From an optimization exercise on the open Yosys and OpenROAD flow, aimed at small area, a short achievable clock period and few clock cycles; shortcuts taken in it are not production practice.
In this exercise RTL edits were held to simulation tests only and were not proved equivalent to the original.

==> flow/design.v (outline; a module is shown in full before it is edited, if it fits) <==
// module mul_unit: 973 lines
// module bignum_top: 478 lines
module bignum_top
(
    input  logic              i_clk,
    input  logic              i_rst_n,
    input  logic              i_req_valid,
    output logic              o_req_ready,
    input  logic [1:0]        i_req_op,
    input  logic [19:0]       i_req_a_addr,
    input  logic [19:0]       i_req_b_addr,
    input  logic [19:0]       i_req_dst_addr,
    input  logic [7:0]        i_req_a_len,
    input  logic [7:0]        i_req_b_len,
    output logic              o_rsp_valid,
    input  logic              i_rsp_ready,
    output logic [7:0]        o_rsp_len,
    output logic [19:0]       o_mem_addr,
    output logic              o_mem_we,
    output logic [15:0]       o_mem_wdata,
    input  logic [15:0]       i_mem_rdata
);
  // ...
==> flow/flow/run.sh <==
#!/bin/bash
# The standard layout flow (the standard.sh: the standard synthesis, then
# ORFS to the final layout with the same SDC and clock period), except that
# every input and output port gets a sky130_fd_sc_hd__buf_1 as its port
# buffer instead of the cell buffer_ports picks by default. Each tool's full
# output goes to its ORFS log under orfs/logs; make's output to standard.log.
set -euo pipefail
bash standard.sh "BUFFER_PORTS_ARGS=-buffer_cell sky130_fd_sc_hd__buf_1" finish > standard.log 2>&1
==> flow/standard.sh <==
#!/bin/bash
# synth_recipe.tcl (not shown) runs the flow's synth.tcl, then flattens the netlist and writes it again
# the make line also repeats each setting of config.mk as NAME=value (left out here)
make -C /OpenROAD-flow-scripts/flow DESIGN_CONFIG=/design/flow/config.mk WORK_HOME=/design/flow/orfs CLKGATE_MAP_FILE= SYNTH_SCRIPT=/design/flow/synth_recipe.tcl "${@:-finish}"
==> flow/config.mk <==
export PLATFORM = sky130hd
export DESIGN_NAME = bignum_top
export DESIGN_NICKNAME = bignum_top
export VERILOG_FILES = /design/flow/design.v
export SDC_FILE = /design/flow/constraint.sdc
export NUM_CORES = 4
export LEC_CHECK = 0
export ABC_AREA = 1
export ABC_CLOCK_PERIOD_IN_PS = 3000
export CAP_MARGIN = 20
export CORE_MARGIN = 5
export CORE_UTILIZATION = 40
export SETUP_SLACK_MARGIN = 5
export SLEW_MARGIN = 20
==> flow/constraint.sdc <==
create_clock -name core_clock -period 9.0 [get_ports {i_clk}]
set_input_delay 1.8000 -clock core_clock [delete_from_list [all_inputs] [get_ports {i_clk}]]
set_output_delay 1.8000 -clock core_clock [all_outputs]
set_load 0.01 [all_outputs]
==> metrics.cfg, run 1 <==
[worst_setup_path]
cp_max_fo = 62
worst_setup_path_start_kind = flip-flop
cp_num_cells = 2
reg2reg_from = breg[6]

[layout]
buffers = 186
seqCellArea_um2 = 10200
buffer_area_frac = 0.02966
fillCellCount = 6598
largest_register_ffs = 32
nClkBuffers = 74
drive_gt1_frac = 0.05739
final_common_cell = nand2_1
multi_input_area_share = 0.4599

[placed_design]
place_ws_ns = 4.092
numPlacedInstances = 4118
place_area_um2 = 27920

[die]
start_util = 0.4038

[synthesis]
synth_top_cell_area_share = 0.2337
synth-xor-area-share = 0.06093
synth.most_common_cell = nand2_1
yosys.area_share.simple = 0.1927
synth_common_cells = 639 x nand2_1, 570 x inv_1, 240 x nor2_1
synthesis.nets = 3554

[job]
maxCapViolCount = 0

[global_route]
grt_usage = 0.2159
grt_pass1_wl_um = 121300

[route]
m1WireLength_um = 33390
drc = 0
vias = 21530

[hold_path]
min_delay_path_depth = 0
hold_start = x1[12]

[sta]
finalHoldViolCount = 0
hold_slack_ns = 0.3249
finalCriticalPeriod_ns = 3.936
rsz0062_at_grt = yes

[run_status]
status = no timing/DRC/antenna violations

Testbench counts, summed over its fixed seeds: cycles 11,912.
==> module bignum_top, before the edit <==
module bignum_top
(
    input  logic              i_clk,
    input  logic              i_rst_n,
    input  logic              i_req_valid,
    output logic              o_req_ready,
    input  logic [1:0]        i_req_op,
    input  logic [19:0]       i_req_a_addr,
    input  logic [19:0]       i_req_b_addr,
    input  logic [19:0]       i_req_dst_addr,
    input  logic [7:0]        i_req_a_len,
    input  logic [7:0]        i_req_b_len,
    output logic              o_rsp_valid,
    input  logic              i_rsp_ready,
    output logic [7:0]        o_rsp_len,
    output logic [19:0]       o_mem_addr,
    output logic              o_mem_we,
    output logic [15:0]       o_mem_wdata,
    input  logic [15:0]       i_mem_rdata
);
    typedef enum logic [3:0] {
        S_IDLE,
        S_RESP,
        S_RA,    
        S_RB,    
        S_W,     
        S_BUB,   
        S_TW,    
        S_LB,    
        S_LX,    
        S_IT0,   
        S_IT1,   
        S_IT2,   
        S_FL     
    } state_e;
    localparam logic [1:0] B_A = 2'd0, B_B = 2'd1, B_D = 2'd2;
    localparam logic [1:0] O_X = 2'd0, O_Y = 2'd1, O_D = 2'd2, O_W = 2'd3;
    state_e      state, cur;
    logic        cur_j0, cur_last, cur_chunk0, cur_bz, cur_fl0, cur_xr;
    logic        we_f;                   
    logic [1:0]  sel_b, sel_o;           
    logic        sel_z;                  
    logic        sel_c;                  
    logic        ready_q;
    logic        rsp_q;
    logic        we_q;
    logic [19:0] addr_q;
    logic [15:0] wdata_q;
    logic [19:0] base_a, base_b, base_d;
    logic [7:0]  o_x, o_y, o_w;         
    logic        swap_q;
    logic        is_sub, is_add;
    logic [7:0]  cnt_a, cnt_b, ylen;
    logic        a_z, a_o, b_z, b_o;      
    logic        elem0, was_ra, comp_q, carry_q, tw;
    logic [1:0]  k, lx, kx, fl;          
    logic        xr;                     
    logic        chunk0, j0, last_q;
    logic [15:0] x0, x1, x2;
    logic [15:0] r0, r1, r2;
    logic [15:0] breg;
    logic [31:0] q0, q1;
    logic [15:0] rsel;                   
    logic        v3, l3;
    logic [1:0]  m3;
    logic [15:0] creg;
    assign o_req_ready = ready_q;
    assign o_rsp_valid = rsp_q;
    assign o_rsp_len   = o_w;       
    assign o_mem_addr  = addr_q;
    assign o_mem_we    = we_q;
    assign o_mem_wdata = wdata_q;
    logic        accept;
    logic        swap;
    state_e      n_state;
    logic        n_we;
    logic [1:0]  n_bsel, n_osel;
    logic        n_ozero;
    logic        n_oinc;
    logic [19:0] n_base;
    logic [7:0]  n_off;
    logic [19:0] n_addr;
    logic [1:0]  b_x, b_y;
    logic [7:0]  x_len, y_len;           
    logic        m1_valid;
    logic [1:0]  m1_slot;
    assign accept = i_req_valid && ready_q && (state == S_IDLE);
    assign swap   = (i_req_b_len < i_req_a_len);
    assign b_x    = swap_q ? B_B : B_A;
    assign b_y    = swap_q ? B_A : B_B;
    assign x_len  = swap ? i_req_b_len : i_req_a_len;
    assign y_len  = swap ? i_req_a_len : i_req_b_len;
    logic        a_gt2, b_gt2, a_eq1, b_eq1;
    logic [1:0]  a_k, b_k, a_kx, b_kx;
    assign a_gt2 = (i_req_a_len > 8'd2);
    assign b_gt2 = (i_req_b_len > 8'd2);
    assign a_eq1 = (i_req_a_len == 8'd1);
    assign b_eq1 = (i_req_b_len == 8'd1);
    assign a_k   = a_gt2 ? 2'd3 : i_req_a_len[1:0];
    assign b_k   = b_gt2 ? 2'd3 : i_req_b_len[1:0];
    assign a_kx  = a_gt2 ? 2'd2 : (i_req_a_len[1:0] - 2'd1);
    assign b_kx  = b_gt2 ? 2'd2 : (i_req_b_len[1:0] - 2'd1);
    always_comb begin
        n_state = state;
        n_we    = 1'b0;
        n_bsel  = B_D;
        n_osel  = O_W;
        n_ozero = 1'b0;
        n_oinc  = 1'b0;
        case (state)
            S_IDLE: ;
            S_RESP: ;
            S_RA: begin
                if (!b_z) begin
                    n_state = S_RB;
                    n_bsel  = B_B;
                    n_osel  = O_Y;
                end else if (!elem0) begin
                    n_state = S_W;
                    n_we    = 1'b1;
                end else if (!a_o) begin
                    n_state = S_RA;
                    n_bsel  = B_A;
                    n_osel  = O_X;
                end else begin
                    n_state = S_BUB;
                end
            end
            S_RB: begin
                if (!elem0) begin
                    n_state = S_W;
                    n_we    = 1'b1;
                end else if (!a_z) begin
                    n_state = S_RA;
                    n_bsel  = B_A;
                    n_osel  = O_X;
                end else if (!b_o) begin
                    n_state = S_RB;
                    n_bsel  = B_B;
                    n_osel  = O_Y;
                end else begin
                    n_state = S_BUB;
                end
            end
            S_W: begin
                if (!a_z) begin
                    n_state = S_RA;
                    n_bsel  = B_A;
                    n_osel  = O_X;
                end else if (!b_z) begin
                    n_state = S_RB;
                    n_bsel  = B_B;
                    n_osel  = O_Y;
                end else begin
                    n_state = S_TW;
                    n_we    = 1'b1;
                end
            end
            S_BUB: begin
                n_state = S_TW;
                n_we    = 1'b1;
            end
            S_TW: begin
                if (tw) begin
                    n_state = S_TW;
                    n_we    = 1'b1;
                end else begin
                    n_state = S_RESP;
                end
            end
            S_LB: begin
                n_state = S_LX;
                n_bsel  = b_x;
                n_osel  = O_X;
            end
            S_LX: begin
                if (lx != 2'd1) begin
                    n_state = S_LX;
                    if (kx != 2'd0) begin
                        n_bsel = b_x;
                        n_osel = O_X;
                    end
                end else begin
                    n_state = S_IT0;
                    n_osel  = O_D;
                end
            end
            S_IT0: begin
                n_state = S_IT1;
                n_we    = !j0;
            end
            S_IT1: begin
                if (last_q) begin
                    n_state = S_FL;
                    n_we    = 1'b1;
                end else begin
                    n_state = S_IT2;
                    n_bsel  = b_y;
                    n_osel  = O_Y;
                end
            end
            S_IT2: begin
                n_state = S_IT0;
                n_osel  = O_D;
                n_oinc  = 1'b1;
            end
            S_FL: begin
                if (fl != 2'd0) begin
                    n_state = S_FL;
                    n_we    = 1'b1;
                end else if (!a_z) begin
                    n_state = S_LB;
                    n_bsel  = b_y;
                    n_ozero = 1'b1;
                end else begin
                    n_state = S_RESP;
                end
            end
            default: n_state = S_IDLE;
        endcase
    end
    always_comb begin
        case (sel_b)
            B_A:     n_base = base_a;
            B_B:     n_base = base_b;
            default: n_base = base_d;
        endcase
        case (sel_o)
            O_X:     n_off = o_x;
            O_Y:     n_off = o_y;
            default: n_off = o_w;
        endcase
        if (sel_z) n_off = 8'd0;
        if (ready_q)
            n_addr = (i_req_op[1] && !swap) ? i_req_b_addr : i_req_a_addr;
        else
            n_addr = n_base + {12'd0, n_off} + {19'd0, sel_c};
    end
    always_ff @(posedge i_clk or negedge i_rst_n) begin
        if (!i_rst_n) begin
            state   <= S_IDLE;
            cur     <= S_IDLE;
            we_f    <= 1'b0;
            ready_q <= 1'b1;
            rsp_q   <= 1'b0;
            we_q    <= 1'b0;
        end else begin
            if (accept) begin
                state   <= i_req_op[1] ? S_LX : S_RB;
                cur     <= i_req_op[1] ? S_LB : S_RA;
                we_f    <= 1'b0;
                ready_q <= 1'b0;
                rsp_q   <= 1'b0;
                we_q    <= 1'b0;
            end else if (cur == S_RESP && i_rsp_ready) begin
                state   <= S_IDLE;
                cur     <= S_IDLE;
                we_f    <= 1'b0;
                ready_q <= 1'b1;
                rsp_q   <= 1'b0;
                we_q    <= 1'b0;
            end else begin
                state   <= n_state;
                cur     <= state;
                we_f    <= n_we;
                ready_q <= (state == S_IDLE);
                rsp_q   <= (state == S_RESP);
                we_q    <= we_f;
            end
        end
    end
    always_ff @(posedge i_clk) begin
        if (ready_q) begin
            sel_b <= (i_req_op[1] && !swap) ? B_A : B_B;
            sel_o <= i_req_op[1] ? O_X : O_Y;
            sel_z <= 1'b0;
            sel_c <= 1'b0;
        end else begin
            sel_b <= n_bsel;
            sel_o <= n_osel;
            sel_z <= n_ozero;
            sel_c <= n_oinc;
        end
        cur_j0     <= j0;
        cur_last   <= last_q;
        cur_chunk0 <= chunk0;
        cur_bz     <= b_z;
        cur_fl0    <= (state == S_FL) && (fl == k);
        cur_xr     <= xr;
    end
    always_ff @(posedge i_clk) begin
        addr_q <= n_addr;
        xr     <= ready_q ? i_req_op[1] : ((n_state == S_LX) && (n_osel == O_X));
        if (ready_q) begin
            base_a <= i_req_a_addr;
            base_b <= i_req_b_addr;
            base_d <= i_req_dst_addr;
            o_x    <= i_req_op[1] ? 8'd0 : 8'd1;
            o_y    <= i_req_op[1] ? 8'd1 : 8'd0;
            o_w    <= 8'd0;
            swap_q <= swap;
            is_sub <= (i_req_op == 2'd1);
            is_add <= (i_req_op == 2'd0);
            elem0  <= 1'b1;
            chunk0 <= 1'b1;
            if (i_req_op[1]) begin
                k      <= swap ? b_k : a_k;
                kx     <= swap ? b_kx : a_kx;
                lx     <= 2'd3;
                cnt_a  <= x_len;
                a_z    <= 1'b0;
                a_o    <= swap ? b_eq1 : a_eq1;
                ylen   <= y_len;
                cnt_b  <= y_len;
                last_q <= swap ? a_eq1 : b_eq1;
                j0     <= 1'b1;
            end else begin
                cnt_a  <= i_req_a_len - 8'd1;
                a_z    <= (i_req_a_len == 8'd1);
                a_o    <= (i_req_a_len == 8'd2);
                cnt_b  <= i_req_b_len;
                b_z    <= 1'b0;
                b_o    <= (i_req_b_len == 8'd1);
            end
        end else begin
            if (state != S_IDLE && state != S_RESP && !sel_z) begin
                case (sel_o)
                    O_X: o_x <= o_x + 8'd1;
                    O_Y: o_y <= o_y + 8'd1;
                    default: if (we_f) o_w <= o_w + 8'd1;
                endcase
            end
            case (state)
                S_RA: begin
                    cnt_a <= cnt_a - 8'd1;
                    a_z   <= a_o;
                    a_o   <= (cnt_a == 8'd2);
                    if (b_z) elem0 <= 1'b0;
                end
                S_RB: begin
                    cnt_b <= cnt_b - 8'd1;
                    b_z   <= b_o;
                    b_o   <= (cnt_b == 8'd2);
                    elem0 <= 1'b0;
                end
                S_W:   if (a_z && b_z) tw <= is_add;
                S_BUB: tw <= is_add;
                S_TW:  tw <= 1'b0;
                S_LB: begin
                    k      <= (cnt_a > 8'd2) ? 2'd3 : cnt_a[1:0];
                    kx     <= (cnt_a > 8'd2) ? 2'd2 : (cnt_a[1:0] - 2'd1);
                    lx     <= 2'd3;
                    cnt_b  <= ylen;
                    last_q <= (ylen == 8'd1);
                    j0     <= 1'b1;
                    o_w    <= o_x;
                end
                S_LX: begin
                    if (xr) begin
                        cnt_a <= cnt_a - 8'd1;
                        a_z   <= a_o;
                        a_o   <= (cnt_a == 8'd2);
                    end
                    if (lx != 2'd1 && kx != 2'd0) kx <= kx - 2'd1;
                    lx    <= lx - 2'd1;
                end
                S_IT1: fl <= k;
                S_IT2: begin
                    cnt_b  <= cnt_b - 8'd1;
                    last_q <= (cnt_b == 8'd2);
                    j0     <= 1'b0;
                end
                S_FL: begin
                    if (fl != 2'd0) fl <= fl - 2'd1;
                    else begin
                        o_y    <= 8'd1;
                        chunk0 <= 1'b0;
                    end
                end
                default: ;
            endcase
        end
    end
    logic [16:0] sum;
    assign sum = {1'b0, creg} + {1'b0, (is_sub ? ~breg : breg)} + {16'd0, carry_q};
    logic [31:0] mr0, mr1;
    logic [31:0] acc_r;
    logic [31:0] t1s, t1c, t2s, t2c;
    logic [31:0] acc;
    logic [15:0] lo, hi;
    mul_unit i_mul (
        .i_x  (x0),
        .i_y  (breg),
        .o_r0 (mr0),
        .o_r1 (mr1)
    );
    always_comb begin
        m1_valid = 1'b0;
        m1_slot  = 2'd0;
        case (cur)
            S_IT0: begin
                m1_valid = 1'b1;
                m1_slot  = 2'd0;
            end
            S_IT1: begin
                m1_valid = 1'b1;
                m1_slot  = 2'd1;
            end
            S_IT2: begin
                m1_valid = 1'b1;
                m1_slot  = 2'd2;
            end
            S_FL: begin
                m1_valid = cur_fl0;
                m1_slot  = 2'd2;
            end
            default: ;
        endcase
    end
    always_comb begin
        acc_r = {16'd0, rsel};
        t1s = q0 ^ q1 ^ acc_r;
        t1c = ((q0 & q1) | (acc_r & (q0 ^ q1))) << 1;
        t2s = t1s ^ t1c ^ {16'd0, creg};
        t2c = ((t1s & t1c) | ({16'd0, creg} & (t1s ^ t1c))) << 1;
        acc = t2s + t2c;
        lo  = acc[15:0];
        hi  = acc[31:16];
    end
    always_ff @(posedge i_clk) begin
        q0  <= mr0;
        q1  <= mr1;
        v3  <= m1_valid;
        m3  <= m1_slot;
        if (cur_j0) rsel <= 16'd0;
        else begin
            case (m1_slot)
                2'd0:    rsel <= r0;
                2'd1:    rsel <= r1;
                default: rsel <= r2;
            endcase
        end
        l3  <= cur_last;
        x0 <= x1;
        x1 <= x2;
        x2 <= (cur == S_LX) ? (cur_xr ? i_mem_rdata : 16'd0) : x0;
        case (cur)
            S_RA: breg <= 16'd0;
            S_RB: breg <= i_mem_rdata;
            S_LB, S_IT2: breg <= i_mem_rdata;
            default: ;
        endcase
        was_ra <= (cur == S_RA);
        comp_q <= ((cur == S_RA) && cur_bz) || (cur == S_RB);
        if (cur == S_RA) creg <= i_mem_rdata;
        else if (cur == S_RB && !was_ra) creg <= 16'd0;
        else if (cur == S_IT0) creg <= cur_chunk0 ? 16'd0 : i_mem_rdata;
        else if (v3) creg <= hi;
        if (v3) begin
            if (m3 == 2'd1) r0 <= lo;
            if (m3 == 2'd2) begin
                r1 <= lo;
                r2 <= hi;
            end
        end
        if (ready_q) carry_q <= (i_req_op == 2'd1);
        if (comp_q) begin
            wdata_q <= sum[15:0];
            carry_q <= sum[16];
        end else if (cur == S_W || cur == S_TW) begin
            wdata_q <= {15'd0, carry_q};
        end else if (v3 && (m3 == 2'd0 || l3)) begin
            wdata_q <= lo;
        end else if (cur == S_FL) begin
            wdata_q <= creg;
        end
    end
endmodule
==> run 2: changes to the inputs <==
--- a/flow/design.v
+++ b/flow/design.v
@@ -1009,7 +1009,7 @@
     localparam logic [1:0] B_A = 2'd0, B_B = 2'd1, B_D = 2'd2;
     localparam logic [1:0] O_X = 2'd0, O_Y = 2'd1, O_D = 2'd2, O_W = 2'd3;
     state_e      state, cur;
-    logic        cur_j0, cur_last, cur_chunk0, cur_bz, cur_fl0, cur_xr;
+    logic        cur_j0, cur_last, cur_chunk0, cur_bz, cur_fl0, cur_xr, cur_p2;
     logic        we_f;                   
     logic [1:0]  sel_b, sel_o;           
     logic        sel_z;                  
@@ -1028,6 +1028,9 @@
     logic        elem0, was_ra, comp_q, carry_q, tw;
     logic [1:0]  k, lx, kx, fl;          
     logic        xr;                     
+    logic        xc;                     
+    logic        p2;                     
+    logic        p2_3;                   
     logic        chunk0, j0, last_q;
     logic [15:0] x0, x1, x2;
     logic [15:0] r0, r1, r2;
@@ -1063,16 +1066,22 @@
     assign b_y    = swap_q ? B_A : B_B;
     assign x_len  = swap ? i_req_b_len : i_req_a_len;
     assign y_len  = swap ? i_req_a_len : i_req_b_len;
-    logic        a_gt2, b_gt2, a_eq1, b_eq1;
-    logic [1:0]  a_k, b_k, a_kx, b_kx;
-    assign a_gt2 = (i_req_a_len > 8'd2);
-    assign b_gt2 = (i_req_b_len > 8'd2);
+    logic        a_eq1, b_eq1;
+    logic [1:0]  a_k, b_k;
+    function automatic logic [1:0] mod3(input logic [7:0] v);
+        logic [3:0] t;
+        t = {2'd0, v[0]} + {2'd0, v[2]} + {2'd0, v[4]} + {2'd0, v[6]}
+          + {2'd0, v[1], 1'b0} + {2'd0, v[3], 1'b0} + {2'd0, v[5], 1'b0} + {2'd0, v[7], 1'b0};
+        case (t)
+            4'd0, 4'd3, 4'd6, 4'd9, 4'd12: mod3 = 2'd0;
+            4'd1, 4'd4, 4'd7, 4'd10:        mod3 = 2'd1;
+            default:                        mod3 = 2'd2;
+        endcase
+    endfunction
+    assign a_k   = (mod3(i_req_a_len) == 2'd0) ? 2'd3 : mod3(i_req_a_len);
+    assign b_k   = (mod3(i_req_b_len) == 2'd0) ? 2'd3 : mod3(i_req_b_len);
     assign a_eq1 = (i_req_a_len == 8'd1);
     assign b_eq1 = (i_req_b_len == 8'd1);
-    assign a_k   = a_gt2 ? 2'd3 : i_req_a_len[1:0];
-    assign b_k   = b_gt2 ? 2'd3 : i_req_b_len[1:0];
-    assign a_kx  = a_gt2 ? 2'd2 : (i_req_a_len[1:0] - 2'd1);
-    assign b_kx  = b_gt2 ? 2'd2 : (i_req_b_len[1:0] - 2'd1);
     always_comb begin
         n_state = state;
         n_we    = 1'b0;
@@ -1152,7 +1161,13 @@
                     if (kx != 2'd0) begin
                         n_bsel = b_x;
                         n_osel = O_X;
+                    end else if (p2) begin
+                        n_bsel  = b_x;
+                        n_osel  = O_X;
+                        n_ozero = 1'b1;
                     end
+                end else if (p2) begin
+                    n_state = S_IT1;
                 end else begin
                     n_state = S_IT0;
                     n_osel  = O_D;
@@ -1163,7 +1178,7 @@
                 n_we    = !j0;
             end
             S_IT1: begin
-                if (last_q) begin
+                if (last_q && !p2) begin
                     n_state = S_FL;
                     n_we    = 1'b1;
                 end else begin
@@ -1173,9 +1188,14 @@
                 end
             end
             S_IT2: begin
-                n_state = S_IT0;
-                n_osel  = O_D;
-                n_oinc  = 1'b1;
+                if (!p2) begin
+                    n_state = S_IT0;
+                    n_osel  = O_D;
+                    n_oinc  = 1'b1;
+                end else begin
+                    n_state = last_q ? S_FL : S_IT1;
+                    n_we    = 1'b1;
+                end
             end
             S_FL: begin
                 if (fl != 2'd0) begin
@@ -1260,10 +1280,12 @@
         cur_bz     <= b_z;
         cur_fl0    <= (state == S_FL) && (fl == k);
         cur_xr     <= xr;
+        cur_p2     <= p2;
     end
     always_ff @(posedge i_clk) begin
         addr_q <= n_addr;
         xr     <= ready_q ? i_req_op[1] : ((n_state == S_LX) && (n_osel == O_X));
+        xc     <= ready_q ? i_req_op[1] : ((n_state == S_LX) && (n_osel == O_X) && !n_ozero);
         if (ready_q) begin
             base_a <= i_req_a_addr;
             base_b <= i_req_b_addr;
@@ -1278,7 +1300,8 @@
             chunk0 <= 1'b1;
             if (i_req_op[1]) begin
                 k      <= swap ? b_k : a_k;
-                kx     <= swap ? b_kx : a_kx;
+                kx     <= (swap ? b_k : a_k) - 2'd1;
+                p2     <= ((swap ? b_k : a_k) == 2'd1);
                 lx     <= 2'd3;
                 cnt_a  <= x_len;
                 a_z    <= 1'b0;
@@ -1320,8 +1343,9 @@
                 S_BUB: tw <= is_add;
                 S_TW:  tw <= 1'b0;
                 S_LB: begin
-                    k      <= (cnt_a > 8'd2) ? 2'd3 : cnt_a[1:0];
-                    kx     <= (cnt_a > 8'd2) ? 2'd2 : (cnt_a[1:0] - 2'd1);
+                    k      <= 2'd3;
+                    kx     <= 2'd2;
+                    p2     <= 1'b0;
                     lx     <= 2'd3;
                     cnt_b  <= ylen;
                     last_q <= (ylen == 8'd1);
@@ -1329,7 +1353,7 @@
                     o_w    <= o_x;
                 end
                 S_LX: begin
-                    if (xr) begin
+                    if (xc) begin
                         cnt_a <= cnt_a - 8'd1;
                         a_z   <= a_o;
                         a_o   <= (cnt_a == 8'd2);
@@ -1377,14 +1401,14 @@
             end
             S_IT1: begin
                 m1_valid = 1'b1;
-                m1_slot  = 2'd1;
+                m1_slot  = cur_p2 ? 2'd0 : 2'd1;
             end
             S_IT2: begin
-                m1_valid = 1'b1;
+                m1_valid = !cur_p2;
                 m1_slot  = 2'd2;
             end
             S_FL: begin
-                m1_valid = cur_fl0;
+                m1_valid = cur_fl0 && !cur_p2;
                 m1_slot  = 2'd2;
             end
             default: ;
@@ -1414,6 +1438,7 @@
             endcase
         end
         l3  <= cur_last;
+        p2_3 <= cur_p2;
         x0 <= x1;
         x1 <= x2;
         x2 <= (cur == S_LX) ? (cur_xr ? i_mem_rdata : 16'd0) : x0;
@@ -1428,8 +1453,10 @@
         if (cur == S_RA) creg <= i_mem_rdata;
         else if (cur == S_RB && !was_ra) creg <= 16'd0;
         else if (cur == S_IT0) creg <= cur_chunk0 ? 16'd0 : i_mem_rdata;
+        else if (cur == S_IT1 && cur_p2) creg <= 16'd0;
         else if (v3) creg <= hi;
         if (v3) begin
+            if (m3 == 2'd0 && p2_3) r0 <= hi;
             if (m3 == 2'd1) r0 <= lo;
             if (m3 == 2'd2) begin
                 r1 <= lo;
--- a/flow/config.mk
+++ b/flow/config.mk
@@ -10,5 +10,6 @@
 export CAP_MARGIN = 20
 export CORE_MARGIN = 5
 export CORE_UTILIZATION = 40
+export GPL_TIMING_DRIVEN = 1
 export SETUP_SLACK_MARGIN = 5
 export SLEW_MARGIN = 20
==> metrics.cfg, run 2 <==
[synthesis]
synth_top_cell_area_share = 0.2307  ; -0.003050
ys_top_cells_by_area = edfxtp_1 23%, dfxtp_1 14%, fa_1 11%
netlist_area_um2 = 27070
avgSynthCellArea_um2 = 8.344
ys_ff_latch = 407
synth.largest_area_cell = edfxtp_1
synthesis.nets = 3625  ; +2.0%
async_reset_ff_frac = 0.02948
synth.most_common_cell = nand2_1
synth-edff-count = 208
synth_common_cells = 621 x nand2_1, 559 x inv_1, 261 x nor2_1
synth_warnings = 1
synth_top_flop_cell = edfxtp_1
syn_inst = 3245
yosysUniqueCellTypes = 59
synth-seq-area-share = 0.3801

[worst_setup_path]
ff2ff_setup_slack_ns = 5.13
rr_endpoint = q1[22]
path_cells = buf_6 -> fa_1 -> fa_1 -> ha_2 -> fa_2 -> nor2_1 -> a21oi_1 -> o21ai_2 -> o21ai_1 -> nand2_1 -> inv_2 -> ha_4 -> nor2_2 -> a21oi_1
worst_setup_path_start_kind = primary input
reg2reg_from = breg[10]
reg2regPathDepth = 10
critPathTopFamily = adder cells
cpPeakStageDelay_ns = 0.61
end_kind = flip-flop
cp_max_fo = 5  ; -92%
path_buf_inv = 2
cp.arrival_ns = 4.61
crit_slowest_cell = fa_2
crit_type = in2reg
worstPathRequired_ns = 9.37

[route]
ant_nets = 0
dr.first_iter.drc_count = 1839
vias = 22060  ; +2.4%
routed_via_density = 5.131
wirelength_um = 80170
drc = 0  ; unchanged
wl_per_cell_um = 18.65
firstDrtPassIters = 9

[layout]
drive_gt1_frac = 0.06228  ; +0.004891
fillCellCount = 6654  ; +0.85%
syn2layout_area_growth_pct = 12.78
largest-register = q0
final_common_cell = nand2_1
final_util = 0.4547
largest_register_ffs = 32  ; unchanged
seqCellArea_um2 = 10290  ; +0.88%
final_cell_area_um2 = 30530
finalNetCount = 3759
multi_input_comb_area_um2 = 14240
final_cell_mix = 615 x nand2_1, 552 x inv_1, 257 x nor2_1
top_regs = q0 x32, q1 x31

[global_route]
grt_pass1_vias = 21350
grt_usage = 0.2127  ; -0.003263
grt_pass1_wl_um = 123600  ; +1.9%
grt_overflow = 0
grt_max_degree = 60
antenna_found_initial = 9

[placed_design]
io_buffers = 144
dpl.hpwl_um = 60520
place_area_um2 = 28420  ; +1.8%
place.gp.congestion = 0.9368

[die]
die_x_um = 270.2
dieArea_um2 = 72990
die_y_um = 270.2
ios = 145
start_util = 0.4031  ; -0.0006128
rows = 95
core_region_area_um2 = 67160

[clock_tree]
h-tree-depth = 2
tritoncts = yes
cts_sinks = 407
clockBufferDepth = 3
cts_made_buffers = 49
cts_root_buf = clkbuf_16
clk_latency_ns = 0.63
clkTransAtPathRegs_ns = 0.06
postCtsHoldBufs = 0

[sta]
tns_ns = 0
slew_viol_final = 0
max-slew-margin-rel = 0.3203
worst_pin_slew_ns = 1.018
rsz0062_at_grt = yes
finalSetupViolations = 0
hold_slack_ns = 0.3242  ; -0.0007140 ns
finalCriticalPeriod_ns = 4.240  ; +0.3046 ns
fmax_mhz = 235.8
finalHoldViolCount = 0  ; unchanged
finalClockSkew_ns = 0.04063
fin_crit_sh = 0.4712

[job]
maxCapViolCount = 0  ; unchanged

[hold_path]
holdPathEnd = x1[5]
hold_start = x2[5]
min_path_type = reg2reg
min_delay_path_depth = 0  ; unchanged

[run_status]
status = no timing/DRC/antenna violations

run 2: changes by cell type after synthesis, sizes merged, moves of 7 or more:
cell,delta
nand3,-56
o21ai,+54
a21oi,+43
nor2,+27
a31oi,+22
nand3b,-20
nand2,-19
inv,-17
clkbuf,+16
buf,-11
ha,+9
fa,+8
and2,-7
run 2: worst max path at each step:
stage | cells past startpoint | start | to
finish | 14 | i_req_b_len[5] | kx[1]
global route | 16 | i_req_a_len[3] | kx[1]
CTS | 15 | i_req_a_len[5] | kx[1]
detailed placement | 15 | i_req_a_len[3] | kx[1]
global placement | 14 | i_req_b_len[1] | kx[1]
floorplan | 14 | i_req_a_len[1] | kx[1]
run 2: cell families after synthesis:
| group | after synthesis | synth area share |
|---|---|---|
| adder cells (fa/ha/maj) | 282 | 0.1708 |
| multiplexers | 1 | 0.0003697 |
| buffers and inverters | 693 | 0.09913 |
| flip-flops | 407 | 0.3801 |
| AND/OR/NAND/NOR | 1119 | 0.1733 |
| XOR/XNOR | 189 | 0.06114 |
| AO/OA/AOI/OAI | 554 | 0.1152 |
run 2: stage by stage:
step	setup slack, ns	cells
2_1_floorplan	4.368	3245
3_3_place_gp	4.030	4175
3_5_place_dp	3.988	4176
4_1_cts	4.716	4280
5_1_grt	4.618	4296
6_report	4.760	4299
run 2: timing repair:
item | in CTS | in global routing
gates cloned | 0 | 1
pin swaps | 13 | 16
endpoints found under the setup margin | 43 | 32
resized for setup | 24 | 38
setup buffers | 12 | 12
run 2: layout make-up:
type	instances	area share
sequential	407	0.3372
tap	873	0.03577
timing repair inverter	1	0.0001639
timing repair buffer	189	0.03122
clock buffer	70	0.04671
clock inverter	22	0.009343
antenna	6	0.0004917
inverter	586	0.07265
multi-input combinational	2145	0.4665
run 2: metal layers:
metal,wire length [µm],global-route usage,share of wire
met2,36280,0.3399,0.45
met3,5821,0.04060,0.073
met5,22,0,0.00027
met1,35800,0.2970,0.45
met4,2250,0.05866,0.028
Testbench counts of run 2, summed over its fixed seeds: cycles 11,635.
==> run 3: changes to the inputs <==
--- a/flow/config.mk
+++ b/flow/config.mk
@@ -10,6 +10,5 @@
 export CAP_MARGIN = 20
 export CORE_MARGIN = 5
 export CORE_UTILIZATION = 40
-export GPL_TIMING_DRIVEN = 1
 export SETUP_SLACK_MARGIN = 5
 export SLEW_MARGIN = 20
==> metrics.cfg, run 3 <==
[placed_design]
io_buffers = 144  ; unchanged
place_area_um2 = 28420  ; unchanged
place.gp.congestion = 0.9368  ; unchanged
dpl.hpwl_um = 60520  ; unchanged

[layout]
seqCellArea_um2 = 10290  ; unchanged
final_cell_area_um2 = 30530  ; unchanged
largest_register_ffs = 32  ; unchanged
largest-register = q0
final_cell_mix = 615 x nand2_1, 552 x inv_1, 257 x nor2_1
syn2layout_area_growth_pct = 12.78  ; unchanged
final_common_cell = nand2_1
drive_gt1_frac = 0.06228  ; unchanged
finalNetCount = 3759  ; unchanged
multi_input_comb_area_um2 = 14240  ; unchanged
fillCellCount = 6654  ; unchanged
top_regs = q0 x32, q1 x31

[die]
rows = 95  ; unchanged
start_util = 0.4031  ; unchanged
die_y_um = 270.2  ; unchanged
core_region_area_um2 = 67160  ; unchanged
ios = 145  ; unchanged
dieArea_um2 = 72990  ; unchanged
die_x_um = 270.2  ; unchanged

[synthesis]
synth-seq-area-share = 0.3801  ; unchanged
synth_top_family_by_area = simple AND/OR/NAND/NOR gates
synth_top_cell_area_share = 0.2307  ; unchanged
ys_top_cells_by_area = edfxtp_1 23%, dfxtp_1 14%, fa_1 11%
synth_common_cells = 621 x nand2_1, 559 x inv_1, 261 x nor2_1
synthesis.nets = 3625  ; unchanged
synth_top_flop_cell = edfxtp_1
synth.most_common_cell = nand2_1
synth.area.mux_share = 0.0003697  ; unchanged
async_reset_ff_frac = 0.02948  ; unchanged
ys_ff_latch = 407  ; unchanged
syn_inst = 3245  ; unchanged
synth-xor-area-share = 0.06114  ; unchanged
yosys.area_share.simple = 0.1733  ; unchanged
synth_fa_ha_area_frac = 0.1708  ; unchanged
synth_warnings = 1  ; unchanged
synth_compound_area_frac = 0.1152  ; unchanged
netlist_area_um2 = 27070  ; unchanged
avgSynthCellArea_um2 = 8.344  ; unchanged
yosysUniqueCellTypes = 59  ; unchanged
synth.largest_area_cell = edfxtp_1
synth-edff-count = 208  ; unchanged

[route]
firstDrtPassIters = 9  ; unchanged
wirelength_um = 80170  ; unchanged
ant_nets = 0  ; unchanged
vias = 22060  ; unchanged
dr.first_iter.drc_count = 1839  ; unchanged
drc = 0  ; unchanged
routed_via_density = 5.131  ; unchanged
wl_per_cell_um = 18.65  ; unchanged

[sta]
finalSetupViolations = 0  ; unchanged
fmax_mhz = 235.8  ; unchanged
finalHoldViolCount = 0  ; unchanged
fin_crit_sh = 0.4712  ; unchanged
finalClockSkew_ns = 0.04063  ; unchanged
hold_slack_ns = 0.3242  ; unchanged
rsz0062_at_grt = yes
worst_pin_slew_ns = 1.018  ; unchanged
max-slew-margin-rel = 0.3203  ; unchanged
tns_ns = 0  ; unchanged
slew_viol_final = 0  ; unchanged
finalCriticalPeriod_ns = 4.240  ; unchanged

[clock_tree]
h-tree-depth = 2  ; unchanged
cts_root_buf = clkbuf_16
clk_latency_ns = 0.63  ; about the same
cts_made_buffers = 49  ; unchanged
tritoncts = yes
clkTransAtPathRegs_ns = 0.06  ; about the same
clockBufferDepth = 3  ; unchanged
postCtsHoldBufs = 0  ; unchanged
cts_sinks = 407  ; unchanged

[global_route]
grt_max_degree = 60  ; unchanged
grt_pass1_wl_um = 123600  ; unchanged
grt_pass1_vias = 21350  ; unchanged
grt_usage = 0.2127  ; unchanged
grt_overflow = 0  ; unchanged
antenna_found_initial = 9  ; unchanged

[hold_path]
min_path_type = reg2reg

[worst_setup_path]
worstPathRequired_ns = 9.37  ; about the same
ff2ff_setup_slack_ns = 5.13  ; about the same
cp.arrival_ns = 4.61  ; about the same
rr_endpoint = q1[22]
worst_setup_path_start_kind = primary input
reg2reg_from = breg[10]
cp-startpoint = i_req_b_len[5]
cp_max_fo = 5  ; unchanged
end_kind = flip-flop
reg2regPathDepth = 10  ; unchanged
crit_end = kx[1]
crit_type = in2reg

[job]
maxCapViolCount = 0  ; unchanged

[run_status]
status = no timing/DRC/antenna violations

run 3: cells by family (layout without fill, tap and decap cells):
kind of cell    Yosys count  count (layout)
mux                       1               1
simple gates           1119            1119
fa+ha+maj               282             282
other cells               0               6
xor+xnor                189             189
buf+inv                 693             868
flops                   407             407
compound gates          554             554
run 3: layout make-up:
| class | count | share of cell area |
|---|---|---|
| clock buffers | 70 | 0.04671 |
| inverters | 586 | 0.07265 |
| clock inverters | 22 | 0.009343 |
| diodes | 6 | 0.0004917 |
| flip-flops and latches | 407 | 0.3372 |
| well taps | 873 | 0.03577 |
| repair inverters | 1 | 0.0001639 |
| multi-input cells | 2145 | 0.4665 |
| repair buffers | 189 | 0.03122 |
run 3: worst min path at each step:
stage	to	slack, ns	from	depth (start not counted)
global route	x1[11]	0.33	x2[11]	0
CTS	x1[5]	0.32	x2[5]	0
finish	x1[5]	0.32	x2[5]	0
floorplan	cur_xr	0.31	xr	0
global placement	x1[13]	0.31	x2[13]	0
detailed placement	x0[15]	0.31	x1[15]	0
run 3: through the flow:
stage	instances	worst slack, ns	utilization
2_1_floorplan	3245	4.368	-
3_3_place_gp	4175	4.030	0.4230
3_5_place_dp	4176	3.988	0.4233
4_1_cts	4280	4.716	0.4510
5_1_grt	4296	4.618	0.4546
6_report	4299	4.760	0.4547
run 3: metal layers:
metal  up-vias  part of all wire  track usage
met2       734              0.45       0.3399
li1      10770                 -            -
met4         6             0.028      0.05866
met1     10420              0.45       0.2970
met5         -           0.00027            0
met3       128             0.073      0.04060
run 3: worst max-delay path, cell delays in order:
cell and delay, ns:
buf_6 0.11, fa_1 0.55, fa_1 0.42, ha_2 0.20
fa_2 0.61, nor2_1 0.07, a21oi_1 0.15, o21ai_2 0.09
o21ai_1 0.14, nand2_1 0.08, inv_2 0.08, ha_4 0.20
nor2_2 0.07, a21oi_1 0.04
run 3: repair_timing:
item	CTS	global route
endpoints found under the setup margin	43	32
pin swaps	13	16
gates resized for setup	24	38
gates cloned	0	1
setup buffers	12	12

-- what the ideal ports hide --
The results above use ideal ports. As a check the final layouts listed here were re-extracted and re-timed, cells and wires unchanged. Step 1 assumes that a clkbuf_16 drives the clock port and a buf_2 every other input. Step 2 times the ports against the registers' clock, not the clock port: input delays grow and output delays shrink by t, the midpoint of the rising clock arrivals with the driver on. Three values: ideal ports, drivers, drivers and shift; two values: the first two.
| run | t (ns) | setup WS [ns] | pins driven straight from the clock port |
|---|---|---|---|
| run 1 | 0.649 | 5.064 / 5.002 / 4.712 | 1 |
| run 2 | 0.670 | 4.760 / 4.787 / 4.117 | 1 |
| run 3 | 0.670 | 4.760 / 4.787 / 4.117 | 1 |
After both steps every run listed still meets setup and hold.
